What follows belongs to an exercise in optimizing a design on an open flow for small area and a short achievable clock period; a production flow would make more cautious choices. At most, simulation tests tie the RTL to the original design; equivalence was not proved.

Setup of the reference run:
==> flow/design.v <==
module muldiv_hilo (
  input  logic        clk,
  input  logic        reset,
  input  logic        start,
  input  logic [1:0]  op,
  input  logic        we,
  input  logic        hilo_wsel,
  input  logic        rd_sel,
  input  logic [31:0] A,
  input  logic [31:0] B,
  output logic        busy,
  output logic [31:0] result
);
  localparam int W = 34;
  localparam logic [7:0] STYLE = 8'h3A;
  localparam int HYB = 12;
  logic [3:0]  cnt_q;
  logic        hv_q, lv_q;   
  logic [31:0] hi_q, lo_q, m_q;
  logic        hx_q;         
  logic        bp_q;         
  logic        div_q, sgn_q, sa_q;
  assign busy = (cnt_q != 4'd0);
  wire sel_lo = rd_sel & lv_q;
  wire sel_hi = ~rd_sel & hv_q;
  assign result = ({32{sel_lo}} & lo_q) | ({32{sel_hi}} & hi_q);
  wire accept = start & ~busy;
  wire wr     = we & ~start & ~busy;
  logic [3:0] cnt_d;
  logic       div_d;
  logic       last, first, dabs, dstep, mstep;
  always_comb begin
    cnt_d = cnt_q;
    div_d = div_q;
    if (busy) cnt_d = cnt_q - 4'd1;
    else if (accept) begin
      cnt_d = op[1] ? 4'd10 : 4'd5;
      div_d = op[1];
    end
  end
  always_ff @(posedge clk) begin
    last  <= (cnt_d == 4'd1);
    first <= (cnt_d == (div_d ? 4'd9 : 4'd5));
    dabs  <= div_d & (cnt_d == 4'd10);
    dstep <= div_d & (cnt_d != 4'd1) & (cnt_d != 4'd10);
    mstep <= ~div_d & (cnt_d != 4'd1);
  end
  wire         sb    = sgn_q & m_q[31];
  wire [W-1:0] acc_x = {{(W-33){hx_q}}, hx_q, hi_q};
  wire [W-1:0] m_x   = {{(W-32){sb}}, m_q};
  wire [W-1:0] m_x2  = {m_x[W-2:0], 1'b0};
  wire [W-1:0] lo_x  = {{(W-32){1'b0}}, lo_q};
  logic [W-1:0] X [1:4];
  logic [W-1:0] Y [1:4];
  logic         N [1:4];
  logic [W-1:0] S [1:4];
  logic         x_d [1:4];    
  logic         x_m [1:4];    
  logic         y_1 [1:4];    
  logic         y_2 [1:4];    
  logic         y_a [1:4];    
  logic [W-1:0] alt [1:4];
  logic [W-1:0] prv [1:4];
  always_comb begin
    logic b2, b1, b0;
    for (int k = 1; k <= 4; k++) begin
      b2 = lo_q[2*k-1];
      b1 = lo_q[2*k-2];
      b0 = (k == 1) ? bp_q : lo_q[2*k-3];
      x_d[k] = dstep & ~(k == 1 & first);
      x_m[k] = (k == 1) ? (~dstep & ~first) : mstep;
      y_a[k] = 1'b0;
      alt[k] = lo_x;
      if (mstep) begin
        y_1[k] = b1 ^ b0;
        y_2[k] = (b2 & ~b1 & ~b0) | (~b2 & b1 & b0);
        N[k]   = b2 & ~(b1 & b0);
      end else if (dstep) begin
        y_1[k] = 1'b1;
        y_2[k] = 1'b0;
        N[k]   = 1'b0;   
      end else if (dabs) begin
        y_1[k] = 1'b0;
        y_2[k] = 1'b0;
        y_a[k] = (k == 3);
        N[k]   = (k == 3) & sa_q;
      end else begin
        y_1[k] = (k == 1) & (div_q ? hx_q : (~sgn_q & bp_q));
        y_2[k] = 1'b0;
        y_a[k] = (k == 2) | (k == 3 & div_q);
        N[k]   = (k == 1) ? (div_q & sb) :
                 (k == 2) ? (div_q & sa_q) :
                 (k == 3) ? (div_q & (sa_q ^ sb) & ~(lo_q[31] & lo_q[30])) : 1'b0;
      end
    end
    alt[2] = S[1];
    for (int k = 1; k <= 4; k++) begin
      prv[k] = (k == 1) ? (acc_x & {W{~first}}) : S[k-1];
      if (k == 1)
        X[k] = ({W{x_d[k]}} & {acc_x[W-2:0], lo_q[31]})
             | ({W{x_m[k]}} & acc_x)
             | {{(W-1){1'b0}}, dstep & first & lo_q[31]};
      else
        X[k] = ({W{x_d[k]}} & {S[k-1][W-2:0], lo_q[32-k]})
             | ({W{x_m[k]}} & {{2{S[k-1][W-1]}}, S[k-1][W-1:2]});
      if (dstep) N[k] = ~prv[k][33] ^ sb;
      Y[k] = ({W{y_1[k]}} & m_x) | ({W{y_2[k]}} & m_x2) | ({W{y_a[k]}} & alt[k]);
      if (STYLE[2*(k-1) +: 2] == 2'd1) begin
        S[k] = X[k] + (Y[k] ^ {W{N[k]}}) + {{(W-1){1'b0}}, N[k]};
      end else if (STYLE[2*(k-1) +: 2] == 2'd2) begin
        logic c, yy, p;
        c = N[k];
        for (int j = 0; j < W; j++) begin
          yy      = Y[k][j] ^ N[k];
          p       = X[k][j] ^ yy;
          S[k][j] = p ^ c;
          c       = p ? c : yy;
        end
      end else if (STYLE[2*(k-1) +: 2] == 2'd3) begin
        logic c, yy, p;
        c = N[k];
        for (int j = 0; j < W; j++) begin
          yy = Y[k][j] ^ N[k];
          if (j < HYB) begin
            p       = X[k][j] ^ yy;
            S[k][j] = p ^ c;
            c       = p ? c : yy;
          end else begin
            S[k][j] = X[k][j] ^ yy ^ c;
            c       = (X[k][j] & yy) | (c & (X[k][j] ^ yy));
          end
        end
      end else begin
        logic c, yy;
        c = N[k];
        for (int j = 0; j < W; j++) begin
          yy      = Y[k][j] ^ N[k];
          S[k][j] = X[k][j] ^ yy ^ c;
          c       = (X[k][j] & yy) | (c & (X[k][j] ^ yy));
        end
      end
    end
  end
  always_ff @(posedge clk or posedge reset) begin
    if (reset) begin
      cnt_q <= '0;
      hv_q  <= 1'b0;
      lv_q  <= 1'b0;
    end else begin
      cnt_q <= cnt_d;
      if (busy) begin
        if (last) begin
          hv_q <= 1'b1;
          lv_q <= 1'b1;
        end
      end else if (wr) begin
        if (hilo_wsel) hv_q <= 1'b1;
        else           lv_q <= 1'b1;
      end
    end
  end
  wire h_a  = wr & hilo_wsel;
  wire h_s  = busy & last;
  wire h_m  = busy & mstep;
  wire h_d  = busy & dstep;
  wire h_h  = ~(h_a | h_s | h_m | h_d);
  wire l_a  = accept | (wr & ~hilo_wsel);
  wire l_s  = busy & ((last & div_q) | dabs);
  wire l_m  = h_m;
  wire l_d  = h_d;
  wire l_h  = ~(l_a | l_s | l_m | l_d);
  wire [31:0] hi_d = ({32{h_a}} & A) | ({32{h_s}} & S[2][31:0]) | ({32{h_m}} & S[4][33:2])
                   | ({32{h_d}} & S[4][31:0]) | ({32{h_h}} & hi_q);
  wire [31:0] lo_d = ({32{l_a}} & A) | ({32{l_s}} & S[3][31:0])
                   | ({32{l_m}} & {S[4][1:0], S[3][1:0], S[2][1:0], S[1][1:0], lo_q[31:8]})
                   | ({32{l_d}} & {lo_q[27:0], ~S[1][33], ~S[2][33], ~S[3][33], ~S[4][33]})
                   | ({32{l_h}} & lo_q);
  always_ff @(posedge clk) begin
    hi_q <= hi_d;
    lo_q <= lo_d;
    if (busy) begin
      if (mstep) begin
        hx_q <= S[4][33];
        bp_q <= lo_q[7];
      end else if (dstep) begin
        hx_q <= S[4][32];
      end
    end else if (accept) begin
      m_q   <= B;
      bp_q  <= 1'b0;
      div_q <= op[1];
      sgn_q <= op[0];
      sa_q  <= op[0] & A[31];
    end
  end
endmodule
clock: 110.0 ns
lec_check: 0
abc_area: 1
cap_margin: 20
core_margin: 2
core_utilization: 70
slew_margin: 20
standard.sh (not shown) runs the stock make flow with config.mk's settings and CLKGATE_MAP_FILE= SYNTH_SCRIPT=/design/flow/synth_recipe.tcl, a recipe that flattens the netlist after the stock synthesis.
==> flow/flow/run.sh <==
#!/bin/bash
# Own layout flow: the standard layout (standard synthesis unchanged), with
#  - the port buffers made as the smallest buffer cell instead of the default
#    choice,
#  - the timing repair steps asked to keep a setup margin, so that they also
#    work on the paths that set the period the design achieves, although
#    those meet the clock by a wide margin,
#  - after placement, the cells that synthesis upsized downsized wherever the
#    setup slack stays within that margin (flow/post_resize.tcl).
# Every tool's output goes to a log file in this folder; ORFS also keeps its
# per-step logs under orfs/logs.
set -euo pipefail
here=$(pwd)
export BUFFER_PORTS_ARGS="-buffer_cell sky130_fd_sc_hd__buf_1"
export SETUP_SLACK_MARGIN=65
export DS_MARGIN=65
export POST_RESIZE_TCL="$here/flow/post_resize.tcl"
bash standard.sh finish > flow_make.log 2>&1
test -s out/final.def
Other scripts of this flow, unchanged in this note and not shown: flow/flow/downsize.tcl, flow/flow/post_resize.tcl
The following lists how the trial run was set up differently from the reference run:
--- a/flow/design.v
+++ b/flow/design.v
@@ -14,5 +14,5 @@
   localparam int W = 34;
   localparam logic [7:0] STYLE = 8'h3A;
-  localparam int HYB = 12;
+  localparam int HYB = 20;
   logic [3:0]  cnt_q;
   logic        hv_q, lv_q;   
--- outcome ---
The reference run went all the way through synthesis, placement and routing and the layout is clean on timing, DRC and antenna. The trial run completed; timing, DRC and antenna clean. Mapped cell area: the trial run worse than the reference run. Comparing the trial run and the reference run, non-clock buffer instance count of the final layout is lower on the reference run. Higher worst path arrival time was reported by the trial run, not the reference run. In the trial run the final setup slack of the worst path turned out 0.045 ns lower than in the reference run. Adder and majority cell fraction of the synthesized area: the trial run vs the reference run down 1.3 points.
Function not checked in the trial run: the RTL went through the layout flow alone.

[afterwards: timing with drivers on the ports]
The flow's constraints put no driver on any port. The routed layouts listed below were extracted and timed again, unchanged, in two steps.
Step 1 sets driving cells, clkbuf_16 on the clock port and buf_2 on the other inputs (assumed; they add their load-dependent delay and slew).
Step 2 also shifts input and output timing later by t, the mid clock arrival at the registers, as if the neighbouring blocks saw the same clock.
Three values: ideal ports, drivers, drivers and shift; two values: the first two.
| run | t (ns) | setup WS [ns] | worst register clock-pin slew, ns | worst data-port slew with drivers (ns) |
|---|---|---|---|---|
| the reference run | 0.419 | 65.089 / 65.067 / 65.067 | 0.09 / 0.09 | 0.04 |
| the trial run | 0.419 | 65.043 / 65.021 / 65.021 | 0.09 / 0.09 | 0.04 |
After both steps every run listed still meets setup and hold.
